This is an optimization exercise on Yosys and OpenROAD, whose aim is small area, not a production implementation. At most, simulation tests tie the RTL to the original design; equivalence was not proved. Power figures rest on the tool's default switching activity, not on a simulated workload.

// chrom_fitness_evaluator
module chrom_fitness_evaluator #(
  parameter int NUM_VECTORS  = 16,
  parameter int IN_WIDTH     = 8,
  parameter int OUT_WIDTH    = 8,
  parameter int SUM_WIDTH    = 32,
  parameter int SETTLE_WIDTH = 16,
  parameter int REPEAT_WIDTH = 8
) (
  input  logic                             iClock,
  input  logic                             iReset_n,
  input  logic [NUM_VECTORS*IN_WIDTH-1:0]  iInputSequence,
  input  logic [NUM_VECTORS*OUT_WIDTH-1:0] iExpectedOutput,
  input  logic [NUM_VECTORS*OUT_WIDTH-1:0] iValidOutput,
  input  logic [SETTLE_WIDTH-1:0]          iSettleCycles,
  input  logic [REPEAT_WIDTH-1:0]          iRepeatCount,
  input  logic                             iStartProcessing,
  input  logic                             iDoneProcessingFeedback,
  input  logic                             iStall,
  input  logic [OUT_WIDTH-1:0]             iCircuitOutput,
  output logic [IN_WIDTH-1:0]              oCircuitInput,
  output logic                             oReadyToProcess,
  output logic                             oDoneProcessing,
  output logic [OUT_WIDTH*SUM_WIDTH-1:0]   oErrorSums,
  output logic [2:0]                       oState
);
Size in the first run: ~540 flip-flops, ~690 I/O pins, about 0.021 mm2 of cells after synthesis.
==> flow/config.mk <==
export PLATFORM = sky130hd
export DESIGN_NAME = chrom_fitness_evaluator
export DESIGN_NICKNAME = chrom_fitness_evaluator
export VERILOG_FILES = /design/flow/design.v
export SDC_FILE = /design/flow/constraint.sdc
export NUM_CORES = 4
export LEC_CHECK = 0
export CAP_MARGIN = 20
export CORE_AREA = 8 8 192 192
export DIE_AREA = 0 0 200 200
export SLEW_MARGIN = 20
export SYNTH_HIERARCHICAL = 1
==> flow/constraint.sdc <==
create_clock -name core_clock -period 5.0 [get_ports {iClock}]
set_input_delay 1.0000 -clock core_clock [delete_from_list [all_inputs] [get_ports {iClock}]]
set_output_delay 1.0000 -clock core_clock [all_outputs]
set_load 0.01 [all_outputs]
standard.sh (not shown) runs the stock make flow with config.mk's settings and CLKGATE_MAP_FILE= SYNTH_SCRIPT=/design/flow/synth_recipe.tcl, a recipe that flattens the netlist after the stock synthesis.
==> flow/flow/run.sh <==
#!/bin/bash
set -euo pipefail
bash standard.sh \
  "BUFFER_PORTS_ARGS=-buffer_cell sky130_fd_sc_hd__buf_1" \
  "CTS_ARGS=-sink_clustering_enable -repair_clock_nets -buf_list sky130_fd_sc_hd__clkbuf_8 -sink_clustering_size 16 -sink_clustering_max_diameter 60 -dont_use_dummy_load" \
  "SKIP_REPAIR_TIE_FANOUT=1" \
  finish > standard.log 2>&1
Rerun with:
--- a/flow/design.v
+++ b/flow/design.v
@@ -112,23 +112,22 @@
         val_r[k] <= iValidOutput[k*OUT_WIDTH +: OUT_WIDTH];
       end
       settle_cfg_r <= iSettleCycles;
     end
   end
   always_ff @(posedge iClock) begin
     if (idle_s) pass_left_r <= iRepeatCount;
     else        pass_left_r <= pass_left_r - REPEAT_WIDTH'(sample_s && last_vec_s);
   end
-  logic [SETTLE_WIDTH-1:0] settle_cnt_d;
-  chrom_fitness_evaluator_dcnt #(.W(SETTLE_WIDTH)) u_settle (
-    .q(settle_cnt_r), .dec(go_s), .ld(state_r == ST_APPLY), .c(settle_cfg_r), .d(settle_cnt_d)
-  );
-  always_ff @(posedge iClock) settle_cnt_r <= settle_cnt_d;
+  always_ff @(posedge iClock) begin
+    if (state_r == ST_APPLY) settle_cnt_r <= settle_cfg_r;
+    else                     settle_cnt_r <= settle_cnt_r - SETTLE_WIDTH'(go_s);
+  end
   always_ff @(posedge iClock or negedge iReset_n) begin
     if (!iReset_n)     index_r <= '0;
     else if (sample_s) index_r <= index_r + 1'b1;
   end
   always_ff @(posedge iClock or negedge iReset_n) begin
     if (!iReset_n)    cin_r <= '0;
     else if (apply_s) cin_r <= vec_sel_s;
   end
   for (genvar gb = 0; gb < OUT_WIDTH; gb++) begin : g_sums
@@ -172,29 +171,22 @@
 endmodule
 module chrom_fitness_evaluator_cnt #(
   parameter int W = 12
 ) (
   input  logic [W-1:0] q,
   input  logic         inc,
   input  logic         clr,
   output logic [W-1:0] d
 );
-  localparam int H = W / 2;
   logic [W:0] t;
-  logic       p_lo;
   assign t[0] = inc;
-  assign p_lo = &q[H-1:0];
   for (genvar i = 0; i < W; i++) begin : g_bit
-    if (i == H - 1) begin : g_la
-      chrom_fitness_evaluator_and2 u_t (.a(inc), .b(p_lo), .y(t[i+1]));
-    end else begin : g_rp
-      chrom_fitness_evaluator_and2 u_t (.a(t[i]), .b(q[i]), .y(t[i+1]));
-    end
+    chrom_fitness_evaluator_and2  u_t (.a(t[i]), .b(q[i]), .y(t[i+1]));
     chrom_fitness_evaluator_tgclr u_d (.q(q[i]), .t(t[i]), .tn(t[i+1]), .clr(clr), .d(d[i]));
   end
 endmodule
 module chrom_fitness_evaluator_tgclr (
   input  logic q,
   input  logic t,
   input  logic tn,
   input  logic clr,
   output logic d
@@ -212,41 +204,9 @@
   assign y = ~((a1 | a2) & ~b_n);
 endmodule
 module chrom_fitness_evaluator_and2 (
   input  logic a,
   input  logic b,
   output logic y
 );
   assign y = a & b;
 endmodule
-module chrom_fitness_evaluator_dcnt #(
-  parameter int W = 16
-) (
-  input  logic [W-1:0] q,
-  input  logic         dec,
-  input  logic         ld,
-  input  logic [W-1:0] c,
-  output logic [W-1:0] d
-);
-  logic [W:0] nb;
-  assign nb[0] = ~dec;
-  for (genvar i = 0; i < W; i++) begin : g_bit
-    chrom_fitness_evaluator_or2 u_b (.a(nb[i]), .b(q[i]), .y(nb[i+1]));
-    chrom_fitness_evaluator_ldx u_d (.q(q[i]), .nt(nb[i]), .ld(ld), .c(c[i]), .d(d[i]));
-  end
-endmodule
-module chrom_fitness_evaluator_or2 (
-  input  logic a,
-  input  logic b,
-  output logic y
-);
-  assign y = a | b;
-endmodule
-module chrom_fitness_evaluator_ldx (
-  input  logic q,
-  input  logic nt,
-  input  logic ld,
-  input  logic c,
-  output logic d
-);
-  assign d = ld ? c : ~(q ^ nt);
-endmodule
What happened: Combinational power increases by about 1%. First-iteration DRC count increases by 0.82%. Non-clock buffer count increases by 11. Routed wire length increases by 4.1%. Synthesized area decreases by 0.37%. Core utilization increases by 0.22 points. Via count increases by 0.47%. Power increases by 2.0%. Setup slack is worse by 330 ps. Sequential power increases by 2.9%. Global-route usage increases by 1.0 points. Synthesized cell count decreases by 1.4%. Cell area increases by 0.31%.
No run of this note included a check of the RTL's function; only the layout flow was run.

---

chrom_fitness_evaluator, a different RTL version from the one above (not shown whole).
For scale: about 21000 um^2 of cells after synthesis.
==> module chrom_fitness_evaluator_cnt, before the edit <==
module chrom_fitness_evaluator_cnt #(
  parameter int W = 12
) (
  input  logic [W-1:0] q,
  input  logic         inc,
  input  logic         clr,
  output logic [W-1:0] d
);
  logic [W:0] t;
  assign t[0] = inc;
  for (genvar i = 0; i < W; i++) begin : g_bit
    chrom_fitness_evaluator_and2  u_t (.a(t[i]), .b(q[i]), .y(t[i+1]));
    chrom_fitness_evaluator_tgclr u_d (.q(q[i]), .t(t[i]), .clr(clr), .d(d[i]));
  end
endmodule
==> module chrom_fitness_evaluator_tgclr, before the edit <==
module chrom_fitness_evaluator_tgclr (
  input  logic q,
  input  logic t,
  input  logic clr,
  output logic d
);
  assign d = ~clr & (q ^ t);
endmodule
clock: 5.0 ns
lec_check: 0
cap_margin: 20
core_area: 8 8 192 192
die_area: 0 0 200 200
slew_margin: 20
synth_hierarchical: 1
Scripts as last shown in full above: flow/flow/run.sh
Edit:
--- a/flow/design.v
+++ b/flow/design.v
@@ -175,24 +175,42 @@
   input  logic [W-1:0] q,
   input  logic         inc,
   input  logic         clr,
   output logic [W-1:0] d
 );
+  localparam int H = W / 2;
   logic [W:0] t;
+  logic       p_lo;
   assign t[0] = inc;
+  assign p_lo = &q[H-1:0];
   for (genvar i = 0; i < W; i++) begin : g_bit
-    chrom_fitness_evaluator_and2  u_t (.a(t[i]), .b(q[i]), .y(t[i+1]));
-    chrom_fitness_evaluator_tgclr u_d (.q(q[i]), .t(t[i]), .clr(clr), .d(d[i]));
+    if (i == H - 1) begin : g_la
+      chrom_fitness_evaluator_and2 u_t (.a(inc), .b(p_lo), .y(t[i+1]));
+    end else begin : g_rp
+      chrom_fitness_evaluator_and2 u_t (.a(t[i]), .b(q[i]), .y(t[i+1]));
+    end
+    chrom_fitness_evaluator_tgclr u_d (.q(q[i]), .t(t[i]), .tn(t[i+1]), .clr(clr), .d(d[i]));
   end
 endmodule
 module chrom_fitness_evaluator_tgclr (
   input  logic q,
   input  logic t,
+  input  logic tn,
   input  logic clr,
   output logic d
 );
-  assign d = ~clr & (q ^ t);
+  logic y;
+  chrom_fitness_evaluator_oa21bi u_y (.a1(q), .a2(t), .b_n(tn), .y(y));
+  assign d = ~(clr | y);
+endmodule
+module chrom_fitness_evaluator_oa21bi (
+  input  logic a1,
+  input  logic a2,
+  input  logic b_n,
+  output logic y
+);
+  assign y = ~((a1 | a2) & ~b_n);
 endmodule
 module chrom_fitness_evaluator_and2 (
   input  logic a,
   input  logic b,
   output logic y
First-iteration DRC count came out lower by 9.5%.
Worst setup slack improves by 0.35 ns.
Routed wire length grows by 3.4%.
Power hardly moves.
Global-route usage climbs by 1.0 points.

==> re-timing with driven ports <==
No port has a modelled driver above. Below, the same layouts with a new extraction and two added sets of constraints. Step 1, drivers: a clkbuf_16 drives iClock and a buf_2 each remaining input, both assumed. Step 2 times the ports against the registers' clock, not the clock port: input delays grow and output delays shrink by t, the midpoint of the rising clock arrivals with the driver on. Three values: no drivers, after step 1, after step 2; two values: the first two.
| run | t, ns | setup slack, ns | clock arrival spread, ns | slew at the worst register clock pin (ns) | pins driven straight from the clock port |
|---|---|---|---|---|---|
| the first run of note 1 | 0.617 | 0.566 / 0.584 / -0.032 | 0.057 / 0.057 | 0.10 / 0.10 | 1 |
| the second run of note 1 | 0.631 | 0.237 / 0.237 / 0.219 | 0.067 / 0.067 | 0.10 / 0.10 | 1 |
| the first run of note 2 | 0.615 | 0.302 / 0.302 / 0.302 | 0.058 / 0.058 | 0.10 / 0.10 | 1 |
| the second run of note 2 | 0.623 | 0.656 / 0.656 / 0.656 | 0.049 / 0.049 | 0.10 / 0.10 | 1 |
Met with ideal ports but missed after step 2: setup timing in the first run of note 1. The setup slack of the first run of note 1, which loses most, moves by +0.018 ns with the drivers and by -0.598 ns with both steps.
